This design comes from an exercise in tuning for small area, a short achievable clock period and few clock cycles on the open sky130 flow, not from production work. At most, simulation tests tie the RTL to the original design; equivalence was not proved. Power and IR drop assume default switching activity.

## requant_argmax_pipe
module requant_argmax_pipe #(
  parameter int ACC_W       = 25,
  parameter int OUT_W       = 8,
  parameter int MULT_W      = 16,
  parameter int SHIFT_W     = 5,
  parameter int NUM_CLASSES = 10,
  parameter int IDX_W       = $clog2(NUM_CLASSES)
) (
  input  logic                     clk,
  input  logic                     rst_n,
  input  logic                     cfg_load,
  input  logic signed [ACC_W-1:0]  cfg_bias,
  input  logic        [MULT_W-1:0] cfg_mult,
  input  logic       [SHIFT_W-1:0] cfg_shift,
  input  logic                     cfg_round,
  input  logic signed [OUT_W-1:0]  cfg_offset,
  input  logic signed [OUT_W-1:0]  cfg_min,
  input  logic signed [OUT_W-1:0]  cfg_max,
  output logic                     busy,
  input  logic                     in_valid,
  output logic                     in_ready,
  input  logic signed [ACC_W-1:0]  in_data,
  input  logic                     in_last,
  output logic                     out_valid,
  input  logic                     out_ready,
  output logic signed [OUT_W-1:0]  out_data,
  output logic                     out_last,
  output logic                     argmax_valid,
  output logic        [IDX_W-1:0]  argmax_idx,
  output logic signed [OUT_W-1:0]  argmax_val
);
Size in the first run: roughly 2800 cells after synthesis.
clock: 12.0 ns
lec_check: 0
cap_margin: 20
core_margin: 2
core_utilization: 40
slew_margin: 20
standard.sh (not shown) runs the stock make flow with config.mk's settings and CLKGATE_MAP_FILE= SYNTH_SCRIPT=/design/flow/synth_recipe.tcl, a recipe that flattens the netlist after the stock synthesis.
==> flow/flow/run.sh <==
#!/bin/bash
# The standard ORFS layout (standard.sh), with two changes to how it is
# made: repair_timing aims for 8.5 ns of setup slack at the design's clock
# period, and the port buffers are buf_2.
set -euo pipefail
bash standard.sh SETUP_SLACK_MARGIN=8.5 "BUFFER_PORTS_ARGS=-buffer_cell sky130_fd_sc_hd__buf_2" finish > standard_flow.log 2>&1
Change:
--- a/flow/design.v
+++ b/flow/design.v
@@ -48,30 +48,28 @@
     end
     for (int i = 0; i < 8; i++) begin
       btwo_d[i] = (mx[2*i+1] & ~mx[2*i] & ~(i == 0 ? 1'b0 : mx[2*i-1])) |
                   (~mx[2*i+1] & mx[2*i] & (i == 0 ? 1'b0 : mx[2*i-1]));
       bneg_d[i] = mx[2*i+1] & ~(mx[2*i] & (i == 0 ? 1'b0 : mx[2*i-1]));
     end
   end
   logic               run_q, rdy_q, busy_q;
   logic               hv_q, hl_q, kv_q, kl_q;
   logic signed [7:0]  hd_q, kd_q;
-  logic               vd_q, ld_q, vd_d;
   logic               vs_q, ls_q, vs_d;
   logic               vt_q, lt_q, vt_d;
   logic               vu_q, lu_q, vu_d;
   assign in_ready  = rdy_q;
   assign busy      = busy_q;
   assign out_valid = hv_q;
   assign out_data  = hd_q;
   assign out_last  = hl_q;
-  logic signed [24:0] d_q;
   logic signed [25:0] s_q;
   logic signed [25:0] s;
   logic        [41:0] pa, pb;
   logic        [8:0]  mul_one;
   logic        [7:0]  mul_two, mul_neg;
   assign s = s_q;
   assign mul_one = bone_q;
   assign mul_two = btwo_q;
   assign mul_neg = bneg_q;
   logic mul_one0, mul_two0, mul_neg0;
@@ -1188,22 +1186,21 @@
     push    = run_q && vu_q;
     pop     = hv_q && out_ready;
     ld_head = pop || !hv_q;
     if (ld_head) begin
       hv_d = kv_q || push;
       kv_d = kv_q && push;
     end else begin
       hv_d = 1'b1;
       kv_d = kv_q || push;
     end
-    vd_d = run_q ? in_valid : vd_q;
-    vs_d = run_q ? vd_q : vs_q;
+    vs_d = run_q ? in_valid : vs_q;
     vt_d = run_q ? vs_q : vt_q;
     vu_d = run_q ? vt_q : vu_q;
     cfg_en = cfg_load && !busy_q && !in_valid;
   end
   always_ff @(posedge clk) begin
     if (!rst_n) begin
       bias_q   <= '0;
       bone_q   <= 9'd1;
       btwo_q   <= '0;
       bneg_q   <= '0;
@@ -1224,42 +1221,38 @@
       max_q    <= cfg_max;
     end
   end
   always_ff @(posedge clk) begin
     if (!rst_n) begin
       run_q  <= 1'b1;
       rdy_q  <= 1'b1;
       busy_q <= 1'b0;
       hv_q   <= 1'b0;
       kv_q   <= 1'b0;
-      vd_q   <= 1'b0;
       vs_q   <= 1'b0;
       vt_q   <= 1'b0;
       vu_q   <= 1'b0;
     end else begin
       run_q  <= !kv_d;
       rdy_q  <= !kv_d;
-      busy_q <= hv_d || kv_d || vd_d || vs_d || vt_d || vu_d;
+      busy_q <= hv_d || kv_d || vs_d || vt_d || vu_d;
       hv_q   <= hv_d;
       kv_q   <= kv_d;
-      vd_q   <= vd_d;
       vs_q   <= vs_d;
       vt_q   <= vt_d;
       vu_q   <= vu_d;
     end
   end
   always_ff @(posedge clk) begin
     if (run_q) begin
-      ld_q <= in_last;
-      d_q <= in_data;
-      ls_q <= ld_q;
-      s_q <= d_q + bias_q;
+      ls_q <= in_last;
+      s_q <= in_data + bias_q;
       lt_q <= ls_q;
       pa_q <= pa;
       pb_q <= pb;
       lu_q <= lt_q;
       u_q <= u[10:0];
       fits_q <= fits_d;
       sgn_q <= p[41];
     end
     if (ld_head) begin
       hd_q <= kv_q ? kd_q : res;
After rerunning:
- The new run produced a clean layout
- clock skew rose by 0.019 ns
- sequential share of layout area fell by 2.7 points
- combinational power rose by about 5%
- die area fell by 0.49%
- routed wire length fell by 1.8%
- final area rose by 0.51%
- power fell by 0.67%
- clock power fell by about 10%
- critical path depth rose by 1
- core utilization rose by 0.42 points
No functional check of the RTL was part of any run of this note.


Another version of the RTL of requant_argmax_pipe (not shown whole).
Size: roughly 2900 cells after synthesis, about 320 flip-flops, ~130 I/O pins, about 0.027 sq mm of cells after synthesis.
export LEC_CHECK = 0
export CAP_MARGIN = 20
export CORE_MARGIN = 2
export CORE_UTILIZATION = 40
export SLEW_MARGIN = 20
create_clock -name core_clock -period 12.0 [get_ports {clk}]
Scripts as last shown in full above: flow/flow/run.sh
Next try:
--- a/flow/design.v
+++ b/flow/design.v
@@ -70,26 +70,27 @@
       bone_q   <= bone_d;
       btwo_q   <= btwo_d;
       bneg_q   <= bneg_d;
       shift_q  <= cfg_shift;
       rc_q     <= cfg_round && (cfg_shift != '0);
       offset_q <= cfg_offset;
       min_q    <= cfg_min;
       max_q    <= cfg_max;
     end
   end
+  logic signed [24:0] d_q;
   logic signed [25:0] s_q;
   logic        [41:0] pa_q, pb_q;
   logic        [10:0] u_q;
   logic               fits_q, sgn_q;
-  logic               vs_q, vt_q, vu_q;
-  logic               ls_q, lt_q, lu_q;
+  logic               vd_q, vs_q, vt_q, vu_q;
+  logic               ld_q, ls_q, lt_q, lu_q;
   logic signed [25:0] s;
   logic        [41:0] pa, pb;
   logic        [8:0]  mul_one;
   logic        [7:0]  mul_two, mul_neg;
   assign s = s_q;
   assign mul_one = bone_q;
   assign mul_two = btwo_q;
   assign mul_neg = bneg_q;
   logic mul_one0, mul_two0, mul_neg0;
   assign mul_one0 = mul_one[0];
@@ -1186,38 +1187,40 @@
     hi_d   = $signed({{3{max_q[7]}}, max_q, 1'b0}) + 12'sd2 - kx;
     lo_d   = $signed({{3{min_q[7]}}, min_q, 1'b0}) - kx;
     t9     = u_q[8:0] + {offset_q, rc_q};
     gt     = $signed({u_q[10], u_q}) >= hi_q;
     lt     = $signed({u_q[10], u_q}) < lo_q;
     selmax = mm_q || (!fits_q && !sgn_q) || (fits_q && gt);
     selmin = (!fits_q && sgn_q) || (fits_q && lt);
     res    = selmax ? max_q : selmin ? min_q : t9[8:1];
   end
   always_ff @(posedge clk) begin
-    s_q    <= in_data + bias_q;
-    ls_q   <= in_last;
+    d_q    <= in_data;
+    ld_q   <= in_last;
+    s_q    <= d_q + bias_q;
+    ls_q   <= ld_q;
     pa_q   <= pa;
     pb_q   <= pb;
     lt_q   <= ls_q;
     u_q    <= u[10:0];
     fits_q <= fits_d;
     sgn_q  <= p[41];
     lu_q   <= lt_q;
     hi_q   <= hi_d;
     lo_q   <= lo_d;
     mm_q   <= min_q > max_q;
   end
   logic              rdy_q, busy_q;
   logic        [2:0] n_q, n_d;
   logic              acc, dlv, ld_head, hv_q, hl_q;
   logic signed [7:0] hd_q;
-  logic        [8:0] buf_q [0:3];
+  logic        [8:0] buf_q [0:4];
   logic        [2:0] rp_q, wp_q, bc_q;
   logic              to_buf, from_buf;
   logic        [8:0] bhead;
   assign in_ready  = rdy_q;
   assign busy      = busy_q;
   assign out_valid = hv_q;
   assign out_data  = hd_q;
   assign out_last  = hl_q;
   always_comb begin
     acc      = in_valid && rdy_q;
@@ -1226,37 +1229,39 @@
     ld_head  = dlv || !hv_q;
     from_buf = ld_head && (bc_q != '0);
     to_buf   = vu_q && !(ld_head && bc_q == '0);
     bhead    = buf_q[rp_q];
   end
   always_ff @(posedge clk) begin
     if (!rst_n) begin
       n_q    <= '0;
       rdy_q  <= 1'b1;
       busy_q <= 1'b0;
+      vd_q   <= 1'b0;
       vs_q   <= 1'b0;
       vt_q   <= 1'b0;
       vu_q   <= 1'b0;
       hv_q   <= 1'b0;
       rp_q   <= '0;
       wp_q   <= '0;
       bc_q   <= '0;
     end else begin
       n_q    <= n_d;
-      rdy_q  <= n_d <= 3'd4;
+      rdy_q  <= n_d <= 3'd5;
       busy_q <= n_d != '0;
-      vs_q   <= acc;
+      vd_q   <= acc;
+      vs_q   <= vd_q;
       vt_q   <= vs_q;
       vu_q   <= vt_q;
       if (ld_head) hv_q <= (bc_q != '0) || vu_q;
-      if (from_buf) rp_q <= 3'(rp_q[1:0] + 2'd1);
-      if (to_buf)   wp_q <= 3'(wp_q[1:0] + 2'd1);
+      if (from_buf) rp_q <= (rp_q == 3'd4) ? '0 : rp_q + 3'd1;
+      if (to_buf)   wp_q <= (wp_q == 3'd4) ? '0 : wp_q + 3'd1;
       bc_q <= bc_q + 3'(to_buf) - 3'(from_buf);
     end
   end
   always_ff @(posedge clk) begin
     if (ld_head) begin
       hd_q <= from_buf ? bhead[8:1] : res;
       hl_q <= from_buf ? bhead[0] : lu_q;
     end
     if (to_buf) buf_q[wp_q] <= {res, lu_q};
   end
Effect: The new run finished clean. Global-route usage shrinks by 1.6 points. Power shrinks by 2.7%. Final cell count shrinks by 2.2%. Cell area shrinks by 1.4%. Synthesized cell count shrinks by 1.3%. Sequential power grows by about 10%. Non-clock buffer count shrinks by 72.
Testbench counts after the change, summed over its fixed seeds: cycles 9,640.
Only the layout flow was run in the first run of this note; the RTL was not checked for function there.

afterwards: timing with drivers on the ports:
The flow's constraints put no driver on any port. The routed layouts listed below were extracted and timed again, unchanged, in two steps.
Step 1 assumes that a clkbuf_16 drives the clock port and a buf_2 every other input.
Step 2, shift: input delay + t, output delay - t, t = (earliest + latest rising clock arrival at the registers) / 2. This alone moves slack from input paths to output paths.
Slacks: ideal ports / drivers / drivers and shift; pairs: ideal ports / drivers.
run	t (ns)	slack for setup (ns)	latest minus earliest clock arrival (ns)	cell pins on the clock port's net
the first run of note 1	0.615	8.085 / 8.085 / 8.045	0.020 / 0.020	1
the second run of note 1	0.609	7.699 / 7.695 / 7.087	0.038 / 0.039	1
the first run of note 2	0.631	7.644 / 7.655 / 7.024	0.030 / 0.030	1
the second run of note 2	0.633	8.428 / 8.363 / 7.826	0.032 / 0.032	1
After both steps setup and hold are still met in every run listed. The setup slack of the first run of note 2, which loses most, moves by +0.011 ns with the drivers and by -0.620 ns with both steps.
